Background: an optimization exercise with open tools, aiming at small area. Do not read the settings as production practice. Where RTL was checked, it was by simulation tests only, not by an equivalence proof against the original.

## the reference run
==> module fir_mac_serial, before the edit <==
module fir_mac_serial (
  input  logic               clk,
  input  logic               reset,
  input  logic               in_valid_i,
  output logic               in_ready_o,
  input  logic signed [15:0] in_data_i,
  input  logic               coef_we_i,
  input  logic [3:0]         coef_addr_i,
  input  logic signed [15:0] coef_data_i,
  output logic               coef_err_o,
  output logic               out_valid_o,
  output logic signed [15:0] out_data_o,
  output logic               busy_o
);
  localparam logic [2:0] S_INIT = 3'd0, S_IDLE = 3'd1, S_PEND = 3'd2,
                         S_WAIT = 3'd3, S_COMP = 3'd4, S_NEG = 3'd5,
                         S_OUTV = 3'd6;
  logic [2:0]   st;
  logic [7:0]   t;
  logic [3:0]   bm;
  logic         cerr;
  logic [255:0] hq;
  logic [15:0]  xq [0:15];
  logic [20:0]  r;
  logic         hb;
  logic init, idle, pend, wait_s, comp, neg, outv;
  assign init   = (st == S_INIT);
  assign idle   = (st == S_IDLE);
  assign pend   = (st == S_PEND);
  assign wait_s = (st == S_WAIT);
  assign comp   = (st == S_COMP);
  assign neg    = (st == S_NEG);
  assign outv   = (st == S_OUTV);
  logic wr_ph, wr, acc;
  assign wr_ph      = thf && (t[3:0] == coef_addr_i);
  assign in_ready_o = idle && (!coef_we_i || wr_ph);
  assign busy_o     = !in_ready_o;
  assign wr         = coef_we_i && in_ready_o;
  assign acc        = in_valid_i && in_ready_o;
  logic k15, th0, thf;
  assign k15 = (t[3:0] == bm);
  assign th0 = (t[7:4] == 4'h0);
  assign thf = (t[7:4] == 4'hf);
  logic mac, shift, ins;
  logic [20:0] rm, add, sum;
  assign mac   = comp || neg;
  assign shift = comp && k15;
  assign rm    = (mac || pend) ? r : 21'd0;
  assign add   = idle ? {{5{in_data_i[15]}}, in_data_i} :
                 (mac && hb) ? {{5{xq[0][15] ^ neg}}, xq[0] ^ {16{neg}}} :
                 {6'd0, wait_s, 14'd0};
  assign ins   = init || (pend && k15);
  logic [16:0] cy;
  assign cy[0] = neg && hb;
  for (genvar b = 0; b < 16; b++) begin : g_add
    assign sum[b]  = rm[b] ^ add[b] ^ cy[b];
    assign cy[b+1] = (rm[b] & add[b]) | (rm[b] & cy[b]) | (add[b] & cy[b]);
  end
  assign sum[20:16] = rm[20:16] + add[20:16] + {4'd0, cy[16]};
  logic [15:0] taps;
  for (genvar i = 0; i < 16; i++) begin : g_tap
    assign taps[i] = hq[(256 - i) % 256];
  end
  always_ff @(posedge clk) begin
    for (int q = 0; q < 255; q++) hq[q] <= hq[q+1];
    for (int m = 0; m < 15; m++) if (wr) hq[16*m+15] <= coef_data_i[m];
    hq[255] <= wr ? coef_data_i[15] : init ? (t == 8'd0) : hq[0];
    hb <= taps[bm];
    for (int s = 0; s < 15; s++) xq[s] <= xq[s+1];
    xq[15] <= ins ? r[15:0] : xq[0];
    r <= shift ? {sum[20], sum[20:1]} : sum;
  end
  always_ff @(posedge clk or posedge reset) begin
    if (reset) begin
      st   <= S_INIT;
      t    <= 8'd0;
      bm   <= 4'hf;
      cerr <= 1'b0;
    end else begin
      t    <= t + 8'd1;
      cerr <= coef_we_i && !in_ready_o;
      case (st)
        S_INIT: if (t == 8'hff) st <= S_IDLE;
        S_IDLE: if (acc) st <= S_PEND;
        S_PEND: if (k15) begin
          st <= S_WAIT;
          bm <= bm - 4'd1;
        end
        S_WAIT: if (k15 && th0) st <= S_COMP;
        S_COMP: if (k15 && thf) st <= S_NEG;
        S_NEG:  if (k15) st <= S_OUTV;
        default: st <= S_IDLE;
      endcase
    end
  end
  logic ovf;
  assign ovf         = !((&r[20:15]) || !(|r[20:15]));
  assign out_data_o  = ovf ? {r[20], {15{!r[20]}}} : r[15:0];
  assign out_valid_o = outv;
  assign coef_err_o  = cerr;
endmodule
==> flow/config.mk <==
export PLATFORM = sky130hd
export DESIGN_NAME = fir_q15
export DESIGN_NICKNAME = fir_q15
export VERILOG_FILES = /design/flow/design.v
export SDC_FILE = /design/flow/constraint.sdc
export NUM_CORES = 4
export LEC_CHECK = 0
export CAP_MARGIN = 20
export CORE_MARGIN = 2
export CORE_UTILIZATION = 60
export CTS_BUF_LIST = sky130_fd_sc_hd__clkbuf_8
export CTS_CLUSTER_DIAMETER = 100
export CTS_CLUSTER_SIZE = 16
export SLEW_MARGIN = 20
==> flow/constraint.sdc <==
create_clock -name core_clock -period 10.0 [get_ports {clk}]
set_input_delay 2.0000 -clock core_clock [delete_from_list [all_inputs] [get_ports {clk}]]
set_output_delay 2.0000 -clock core_clock [all_outputs]
set_load 0.01 [all_outputs]
standard.sh (not shown) runs the stock make flow with config.mk's settings and CLKGATE_MAP_FILE= SYNTH_SCRIPT=/design/flow/synth_recipe.tcl, a recipe that flattens the netlist after the stock synthesis.
==> flow/flow/run.sh <==
#!/bin/bash
# The standard layout, with the port buffers made from the smallest buffer cell.
set -euo pipefail
export BUFFER_PORTS_ARGS="-buffer_cell sky130_fd_sc_hd__buf_1"
bash standard.sh > standard.log 2>&1
What the trial run does differently from the reference run at the input level:
--- a/flow/design.v
+++ b/flow/design.v
@@ -17,12 +17,11 @@
                          S_OUTV = 3'd6;
   logic [2:0]   st;
   logic [7:0]   t;
-  logic [3:0]   bm;
+  logic [3:0]   base;
   logic         cerr;
   logic [255:0] hq;
   logic [15:0]  xq [0:15];
   logic [20:0]  r;
-  logic         hb;
   logic init, idle, pend, wait_s, comp, neg, outv;
   assign init   = (st == S_INIT);
   assign idle   = (st == S_IDLE);
@@ -31,41 +30,37 @@
   assign comp   = (st == S_COMP);
   assign neg    = (st == S_NEG);
   assign outv   = (st == S_OUTV);
+  logic [7:0] t_n;
+  assign t_n = t + 8'd1;
   logic wr_ph, wr, acc;
-  assign wr_ph      = thf && (t[3:0] == coef_addr_i);
+  assign wr_ph      = (t[7:4] == 4'hf) && (t[3:0] == coef_addr_i);
   assign in_ready_o = idle && (!coef_we_i || wr_ph);
   assign busy_o     = !in_ready_o;
   assign wr         = coef_we_i && in_ready_o;
   assign acc        = in_valid_i && in_ready_o;
-  logic k15, th0, thf;
-  assign k15 = (t[3:0] == bm);
-  assign th0 = (t[7:4] == 4'h0);
-  assign thf = (t[7:4] == 4'hf);
-  logic mac, shift, ins;
+  logic k15, hi0, hif;
+  assign k15 = (t_n[3:0] == base);
+  assign hi0 = (t_n[7:4] == 4'h0);
+  assign hif = (t_n[7:4] == 4'hf);
+  logic hbit, shift, cin, ins;
   logic [20:0] rm, add, sum;
-  assign mac   = comp || neg;
+  assign hbit  = hq[8'(9'd256 - {5'd0, base})];
   assign shift = comp && k15;
-  assign rm    = (mac || pend) ? r : 21'd0;
+  assign cin   = (neg && hbit) || (comp && k15 && hif);
+  assign rm    = (comp || neg || pend) ? r : 21'd0;
   assign add   = idle ? {{5{in_data_i[15]}}, in_data_i} :
-                 (mac && hb) ? {{5{xq[0][15] ^ neg}}, xq[0] ^ {16{neg}}} :
-                 {6'd0, wait_s, 14'd0};
-  assign ins   = init || (pend && k15);
-  logic [16:0] cy;
-  assign cy[0] = neg && hb;
-  for (genvar b = 0; b < 16; b++) begin : g_add
+                 ((comp || neg) && hbit) ? {{5{xq[0][15] ^ neg}}, xq[0] ^ {16{neg}}} : 21'd0;
+  logic [21:0] cy;
+  assign cy[0] = cin;
+  for (genvar b = 0; b < 21; b++) begin : g_add
     assign sum[b]  = rm[b] ^ add[b] ^ cy[b];
     assign cy[b+1] = (rm[b] & add[b]) | (rm[b] & cy[b]) | (add[b] & cy[b]);
   end
-  assign sum[20:16] = rm[20:16] + add[20:16] + {4'd0, cy[16]};
-  logic [15:0] taps;
-  for (genvar i = 0; i < 16; i++) begin : g_tap
-    assign taps[i] = hq[(256 - i) % 256];
-  end
+  assign ins   = init || (pend && k15);
   always_ff @(posedge clk) begin
     for (int q = 0; q < 255; q++) hq[q] <= hq[q+1];
     for (int m = 0; m < 15; m++) if (wr) hq[16*m+15] <= coef_data_i[m];
     hq[255] <= wr ? coef_data_i[15] : init ? (t == 8'd0) : hq[0];
-    hb <= taps[bm];
     for (int s = 0; s < 15; s++) xq[s] <= xq[s+1];
     xq[15] <= ins ? r[15:0] : xq[0];
     r <= shift ? {sum[20], sum[20:1]} : sum;
@@ -74,20 +69,20 @@
     if (reset) begin
       st   <= S_INIT;
       t    <= 8'd0;
-      bm   <= 4'hf;
+      base <= 4'd0;
       cerr <= 1'b0;
     end else begin
-      t    <= t + 8'd1;
+      t    <= t_n;
       cerr <= coef_we_i && !in_ready_o;
       case (st)
         S_INIT: if (t == 8'hff) st <= S_IDLE;
         S_IDLE: if (acc) st <= S_PEND;
         S_PEND: if (k15) begin
-          st <= S_WAIT;
-          bm <= bm - 4'd1;
+          st   <= S_WAIT;
+          base <= base - 4'd1;
         end
-        S_WAIT: if (k15 && th0) st <= S_COMP;
-        S_COMP: if (k15 && thf) st <= S_NEG;
+        S_WAIT: if (k15 && hi0) st <= S_COMP;
+        S_COMP: if (k15 && hif) st <= S_NEG;
         S_NEG:  if (k15) st <= S_OUTV;
         default: st <= S_IDLE;
       endcase
Findings:
- Setup slack deteriorates in the trial run relative to the reference run.
- Higher global-route wire length before repair was reported by the trial run, not the reference run.
- Finished, but not clean: the trial run, with setup timing.
- Cell area | the trial run vs the reference run | the trial run larger
- Changes observed in the trial run relative to the reference run: final worst hold slack went up 0.0089 ns, routed wire length went up 0.74%, sequential share of layout area went down 2.2 points, clock period minus final worst setup slack went up 0.34 ns.
No functional check of the RTL was part of the trial run.

[re-timing with driven ports]
How much do the figures lean on ideal ports? The routed layouts below were timed once more, with nothing changed but the port constraints. Step 1 assumes that a clkbuf_16 drives the clock port and a buf_2 every other input. Step 2, shift: input delay + t, output delay - t, t = (earliest + latest rising clock arrival at the registers) / 2. This alone moves slack from input paths to output paths. Three values: ideal ports, drivers, drivers and shift; two values: the first two.
| run | t (ns) | slack for setup (ns) | worst register clock-pin slew, ns | worst slew at a driven data input, ns |
|---|---|---|---|---|
| the reference run | 0.601 | 0.335 / 0.352 / -0.250 | 0.10 / 0.10 | 0.04 |
| the trial run | 0.595 | -0.006 / -0.006 / -0.200 | 0.11 / 0.11 | 0.04 |
With both steps, setup timing fails in the reference run, where it was met with ideal ports. The setup slack of the reference run, which loses most, moves by +0.017 ns with the drivers and by -0.585 ns with both steps.
